This design comes from an exercise in tuning for small area on the open sky130 flow, not from production work.
RTL that was checked went through simulation tests only; none was proved equivalent to the original.
No activity file was given, so power comes from the tool's default toggle rates.

## red
==> flow/design.v <==
`default_nettype none
package cpu_pkg;
    localparam int WORD_W = 32;
    localparam int REG_W  = 5;
    localparam int OP_W   = 5;
    typedef logic [WORD_W-1:0] word_t;     
    typedef logic [WORD_W-1:0] insn_t;
    typedef logic [REG_W-1:0]  reg_idx_t;
    typedef logic [OP_W-1:0]   opcode_t;
    typedef logic [OP_W-1:0]   alu_op_t;
    typedef enum logic [1:0] {FWD_RF, FWD_MEM, FWD_WB} fwd_sel_t;
    localparam opcode_t OP_RTYPE = 5'd0;
    localparam opcode_t OP_J     = 5'd1;
    localparam opcode_t OP_BNE   = 5'd2;
    localparam opcode_t OP_JAL   = 5'd3;
    localparam opcode_t OP_JR    = 5'd4;
    localparam opcode_t OP_ADDI  = 5'd5;
    localparam opcode_t OP_BLT   = 5'd6;
    localparam opcode_t OP_SW    = 5'd7;
    localparam opcode_t OP_LW    = 5'd8;
    localparam alu_op_t ALU_ADD = 5'd0;
    localparam alu_op_t ALU_SUB = 5'd1;
    localparam alu_op_t ALU_AND = 5'd2;
    localparam alu_op_t ALU_OR  = 5'd3;
    localparam alu_op_t ALU_SLL = 5'd4;
    localparam alu_op_t ALU_SRA = 5'd5;
    localparam int OPC_HI   = 31;
    localparam int OPC_LO   = 27;
    localparam int RD_HI    = 26;
    localparam int RD_LO    = 22;
    localparam int RS_HI    = 21;
    localparam int RS_LO    = 17;
    localparam int RT_HI    = 16;
    localparam int RT_LO    = 12;
    localparam int SHAMT_HI = 11;
    localparam int SHAMT_LO = 7;
    localparam int FUNC_HI  = 6;
    localparam int FUNC_LO  = 2;
    localparam int IMM_HI   = 16;    
    localparam int IMM_LO   = 0;
    localparam int TGT_HI   = 26;    
    localparam int TGT_LO   = 0;
    localparam reg_idx_t LINK_REG = 5'd31;    
    localparam insn_t    NOP_INSN = '0;       
endpackage
`default_nettype wire
`timescale 1ns/1ns
`default_nettype none
module processor (
    input  logic        clock,
    input  logic        rst_n,
    output logic [31:0] address_imem,
    input  logic [31:0] q_imem,
    output logic [31:0] address_dmem,
    output logic [31:0] data,
    output logic        wren,
    input  logic [31:0] q_dmem,
    output logic        ctrl_writeEnable,
    output logic [4:0]  ctrl_writeReg,
    output logic [4:0]  ctrl_readRegA,
    output logic [4:0]  ctrl_readRegB,
    output logic [31:0] data_writeReg,
    input  logic [31:0] data_readRegA,
    input  logic [31:0] data_readRegB
);
    localparam logic [2:0] S_F = 3'd0, S_E1 = 3'd1, S_E2 = 3'd2, S_M = 3'd3, S_P = 3'd4,
                           S_R1 = 3'd5, S_R2 = 3'd6, S_R3 = 3'd7;
    logic [31:0] pc;      
    logic [31:0] x;       
    logic [31:0] y;       
    logic [4:0]  ra;      
    logic [2:0]  st;
    logic        we_r;
    logic        wren_r;
    logic        taken_r;
    logic [4:0]  op, rd, rs, rt, sh, fn;
    assign op = q_imem[31:27];
    assign rd = q_imem[26:22];
    assign rs = q_imem[21:17];
    assign rt = q_imem[16:12];
    assign sh = q_imem[11:7];
    assign fn = q_imem[6:2];
    logic is_r, is_j, is_bne, is_jal, is_jr, is_addi, is_blt, is_sw, is_lw;
    assign is_r    = (op == 5'd0);
    assign is_j    = (op == 5'd1);
    assign is_bne  = (op == 5'd2);
    assign is_jal  = (op == 5'd3);
    assign is_jr   = (op == 5'd4);
    assign is_addi = (op == 5'd5);
    assign is_blt  = (op == 5'd6);
    assign is_sw   = (op == 5'd7);
    assign is_lw   = (op == 5'd8);
    logic in_p, in_m, in_r4;
    assign in_p  = (st == S_P);
    assign in_m  = (st == S_M);
    assign in_r4 = (st == S_R1) || (st == S_R2) || (st == S_R3);
    logic is_sub, is_cmp, to_tgt;
    assign is_sub = is_r && (fn == 5'd1);
    assign is_cmp = is_sub || is_bne || is_blt;       
    assign to_tgt = is_j || is_jal;
    logic use_pc, use_y, use_port, use_nport, use_imm, use_tgt, cin;
    always_comb begin
        if (!rst_n) begin
            use_pc    = 1'b0;
            use_y     = 1'b0;
            use_port  = 1'b0;
            use_nport = 1'b0;
            use_imm   = 1'b0;
            use_tgt   = 1'b0;
            cin       = 1'b0;
        end else if (in_p) begin
            use_pc    = !(to_tgt || is_jr);
            use_y     = is_jr;
            use_port  = 1'b0;
            use_nport = 1'b0;
            use_imm   = taken_r;
            use_tgt   = to_tgt;
            cin       = !(to_tgt || is_jr);
        end else begin
            use_pc    = is_jal;
            use_y     = !is_jal;
            use_port  = is_r && !is_sub;
            use_nport = is_cmp;
            use_imm   = !is_jal && !is_r && !is_bne && !is_blt;
            use_tgt   = 1'b0;
            cin       = is_jal || is_cmp;
        end
    end
    logic [31:0] immx;    
    assign immx = {{5{use_tgt ? q_imem[26] : q_imem[16]}},
                   use_tgt ? q_imem[26:17] : {10{q_imem[16]}}, q_imem[16:0]};
    logic [31:0] port;
    assign port = data_readRegA;
    logic [31:0] op1, op2;
    assign op1 = ({32{use_pc}} & pc) | ({32{use_y}} & y);
    assign op2 = ({32{use_port}} & port) | ({32{use_nport}} & ~port)
               | ({32{use_imm || use_tgt}} & immx);
    logic [31:0] pp, gg, sum, pg_g, pg_p;
    logic [32:0] cc;
    assign pp = op1 ^ op2;
    assign gg = op1 & op2;
    always_comb begin
        pg_g = gg;
        pg_p = pp;
        for (int l = 1; l < 32; l = l * 2)
            for (int i = 2*l-1; i < 32; i += 2*l) begin
                pg_g[i] = pg_g[i] | (pg_p[i] & pg_g[i-l]);
                pg_p[i] = pg_p[i] & pg_p[i-l];
            end
        for (int l = 8; l >= 1; l = l / 2)
            for (int i = 3*l-1; i < 32; i += 2*l) begin
                pg_g[i] = pg_g[i] | (pg_p[i] & pg_g[i-l]);
                pg_p[i] = pg_p[i] & pg_p[i-l];
            end
        cc[0] = cin;
        for (int i = 0; i < 32; i++) cc[i+1] = pg_g[i] | (pg_p[i] & cin);
    end
    assign sum = pp ^ cc[31:0];
    logic eq, lt, taken;
    assign eq    = &pp;                                      
    assign lt    = (y[31] ^ port[31]) ? y[31] : sum[31];     
    assign taken = (is_bne && !eq) || (is_blt && !lt && !eq);
    logic        is_sll, is_sra, is_shift;
    logic [4:0]  rot;
    logic [31:0] rotl, keepv, fillv;
    logic [3:0]  low_ok;      
    logic [7:0]  nib_ok;      
    logic        fill;
    assign is_sll   = is_r && (fn == 5'd4);
    assign is_sra   = is_r && (fn == 5'd5);
    assign is_shift = is_sll || is_sra;
    assign rot      = is_sra ? (5'd0 - sh) : sh;
    assign fill     = is_sra && y[31];
    always_comb begin
        logic [63:0] dbl;
        dbl  = {y, y} << rot[1:0];
        rotl = dbl[63:32];
        for (int i = 0; i < 4; i++) low_ok[i] = (2'(i) >= rot[1:0]);
        for (int n = 0; n < 8; n++) nib_ok[n] = (n + int'(rot[4:2])) < 8;
        for (int i = 0; i < 32; i++) begin
            logic keep;
            keep = nib_ok[i/4] && (i >= 4 || low_ok[i]);
            if (is_sra) keep = !keep || (sh == 5'd0);
            keepv[i] = keep && is_shift;
            fillv[i] = !keep && is_shift && fill;
        end
    end
    logic en_sum, en_and, en_or;
    assign en_sum = !is_r || (fn == 5'd0) || is_sub;
    assign en_and = is_r && (fn == 5'd2);
    assign en_or  = is_r && (fn == 5'd3);
    logic [31:0] alu;
    assign alu = ({32{en_sum}} & sum) | ({32{en_and}} & y & port) | ({32{en_or}} & (y | port))
               | (keepv & rotl) | fillv;
    logic writes;
    assign writes = (is_r || is_addi || is_lw || is_jal) && ((rd != 5'd0) || is_jal);
    logic [2:0] after_e2, after_r16;
    always_comb begin
        case (rot[3:2])
            2'd0:    after_r16 = S_P;
            2'd1:    after_r16 = S_R1;
            2'd2:    after_r16 = S_R2;
            default: after_r16 = S_R3;
        endcase
        if (is_lw || (is_shift && rot[4])) after_e2 = S_M;
        else if (is_shift)                after_e2 = after_r16;
        else                              after_e2 = S_P;
    end
    always_ff @(posedge clock) begin
        x <= ({32{in_m && is_lw}} & q_dmem) | ({32{in_m && !is_lw}} & {x[15:0], x[31:16]})
           | ({32{in_r4}} & {x[27:0], x[31:28]}) | ({32{!in_m && !in_r4}} & alu);
        y <= port;
        case (st)
            S_F:     ra <= rs;
            S_E1:    ra <= is_r ? rt : rd;
            default: ra <= is_jal ? 5'd31 : rd;
        endcase
        taken_r <= taken;
    end
    always_ff @(posedge clock) begin
        if (!rst_n || in_p) begin
            pc <= sum;
        end
    end
    always_ff @(posedge clock) begin
        if (!rst_n) begin
            st <= S_F;
        end else begin
            case (st)
                S_F:     st <= S_E1;
                S_E1:    st <= S_E2;
                S_E2:    st <= after_e2;
                S_M:     st <= is_lw ? S_P : after_r16;
                S_R3:    st <= S_R2;
                S_R2:    st <= S_R1;
                S_R1:    st <= S_P;
                default: st <= S_F;
            endcase
        end
    end
    always_ff @(posedge clock) begin
        we_r   <= writes;
        wren_r <= is_sw;
    end
    assign address_imem     = pc;
    assign address_dmem     = x;
    assign data             = y;
    assign wren             = wren_r && in_p;
    assign ctrl_writeEnable = we_r && in_p;
    assign ctrl_writeReg    = ra;
    assign data_writeReg    = x;
    assign ctrl_readRegA    = ra;
    assign ctrl_readRegB    = ra;
endmodule
`default_nettype wire
clock: 10.0 ns
lec_check: 0
cap_margin: 0
core_margin: 2
core_utilization: 70
cts_buf_list: sky130_fd_sc_hd__clkbuf_8
place_density: 0.8
slew_margin: 0
standard.sh (not shown) runs the stock make flow with config.mk's settings and CLKGATE_MAP_FILE= SYNTH_SCRIPT=/design/flow/synth_recipe.tcl, a recipe that flattens the netlist after the stock synthesis.
==> flow/flow/run.sh <==
#!/bin/bash
# Standard ORFS layout with three changes: ABC maps the logic with flow/area.abc,
# the port buffers use the smallest buffer cell, and clock tree synthesis adds
# no dummy loads. Each tool's output goes to a log file in this folder.
set -euo pipefail
here=$(pwd)
# the standard synthesis script, with abc's -script replaced
cat > "$here/synth_area.tcl" <<EOF
proc abc {args} {
    set i [lsearch -exact \$args -script]
    if {\$i >= 0} {
        lset args [expr {\$i + 1}] {$here/flow/area.abc}
    }
    yosys abc {*}\$args
}
source {$here/synth_recipe.tcl}
EOF
export BUFFER_PORTS_ARGS="-buffer_cell sky130_fd_sc_hd__buf_1"
export CTS_ARGS="-sink_clustering_enable -repair_clock_nets -buf_list sky130_fd_sc_hd__clkbuf_8 -dont_use_dummy_load"
bash standard.sh "SYNTH_SCRIPT=$here/synth_area.tcl" synth > synth.log 2>&1
bash standard.sh "BUFFER_PORTS_ARGS=$BUFFER_PORTS_ARGS" "CTS_ARGS=$CTS_ARGS" finish > layout.log 2>&1
==> flow/flow/area.abc <==
strash
&get -n
&st
&dch -f
&nf -R 1000
&put
topo
Here is what was changed in the inputs of blue compared with red.
--- a/flow/design.v
+++ b/flow/design.v
@@ -136,23 +136,22 @@
     assign op2 = ({32{use_port}} & port) | ({32{use_nport}} & ~port)
                | ({32{use_imm || use_tgt}} & immx);
-    logic [31:0] pp, gg, sum, pg_g, pg_p;
+    logic [31:0] pp, gg, sum;
     logic [32:0] cc;
+    logic [7:0]  grp_g, grp_p;
+    logic [8:0]  grp_c;
     assign pp = op1 ^ op2;
     assign gg = op1 & op2;
     always_comb begin
-        pg_g = gg;
-        pg_p = pp;
-        for (int l = 1; l < 32; l = l * 2)
-            for (int i = 2*l-1; i < 32; i += 2*l) begin
-                pg_g[i] = pg_g[i] | (pg_p[i] & pg_g[i-l]);
-                pg_p[i] = pg_p[i] & pg_p[i-l];
-            end
-        for (int l = 8; l >= 1; l = l / 2)
-            for (int i = 3*l-1; i < 32; i += 2*l) begin
-                pg_g[i] = pg_g[i] | (pg_p[i] & pg_g[i-l]);
-                pg_p[i] = pg_p[i] & pg_p[i-l];
-            end
-        cc[0] = cin;
-        for (int i = 0; i < 32; i++) cc[i+1] = pg_g[i] | (pg_p[i] & cin);
+        for (int k = 0; k < 8; k++) begin
+            grp_g[k] = gg[4*k+3] | (pp[4*k+3] & (gg[4*k+2] | (pp[4*k+2] & (gg[4*k+1] | (pp[4*k+1] & gg[4*k])))));
+            grp_p[k] = &pp[4*k +: 4];
+        end
+        grp_c[0] = cin;
+        for (int k = 0; k < 8; k++) grp_c[k+1] = grp_g[k] | (grp_p[k] & grp_c[k]);
+        for (int k = 0; k < 8; k++) begin
+            cc[4*k] = grp_c[k];
+            for (int j = 0; j < 3; j++) cc[4*k+j+1] = gg[4*k+j] | (pp[4*k+j] & cc[4*k+j]);
+        end
+        cc[32] = grp_c[8];
     end
     assign sum = pp ^ cc[31:0];
Results
- Compared with red, in blue critical path depth now sits higher, final critical-path setup slack down 0.77 ns.
- Looking at total routed wirelength, blue sits above red.
- Compared with red, blue shows overall power of the completed layout that has gone up slightly.
- On area of combinational cells with multiple inputs, red and blue are neck and neck.
- blue against red: area fraction in and, or, nand and nor cells after synthesis has decreased, final worst-path cycle share has increased, final area has increased.
- blue: total length of routed met2 wires about 2.7% above red
- Compared with red, in blue maximum frequency lost about 9%, routing usage on met2 picked up an extra 2.2 points.
- blue vs. red: final cell count went down; buffer count excluding the clock tree in the final layout went up about 2%; synthesized area per cell picked up an extra 6.3%.
Function not checked in red: the RTL went through the layout flow alone.

port drivers added, routing unchanged:
How much do the figures lean on ideal ports? The routed layouts below were timed once more, with nothing changed but the port constraints. Step 1, drivers: a clkbuf_16 drives clock and a buf_2 each remaining input, both assumed. Step 2, shift: input delay + t, output delay - t, t = (earliest + latest rising clock arrival at the registers) / 2. This alone moves slack from input paths to output paths. a / b / c = ideal / step 1 / step 2; a / b = the first two.
run | t (ns) | setup WS [ns] | hold WS [ns] | pins driven straight from the clock port
red | 0.433 | 2.052 / 2.073 / 1.640 | 0.478 / 0.478 / 0.478 | 1
blue | 0.416 | 1.281 / 1.300 / 0.884 | 0.561 / 0.561 / 0.561 | 1
After both steps every run listed still meets setup and hold. The setup slack of red, which loses most, moves by +0.021 ns with the drivers and by -0.412 ns with both steps.
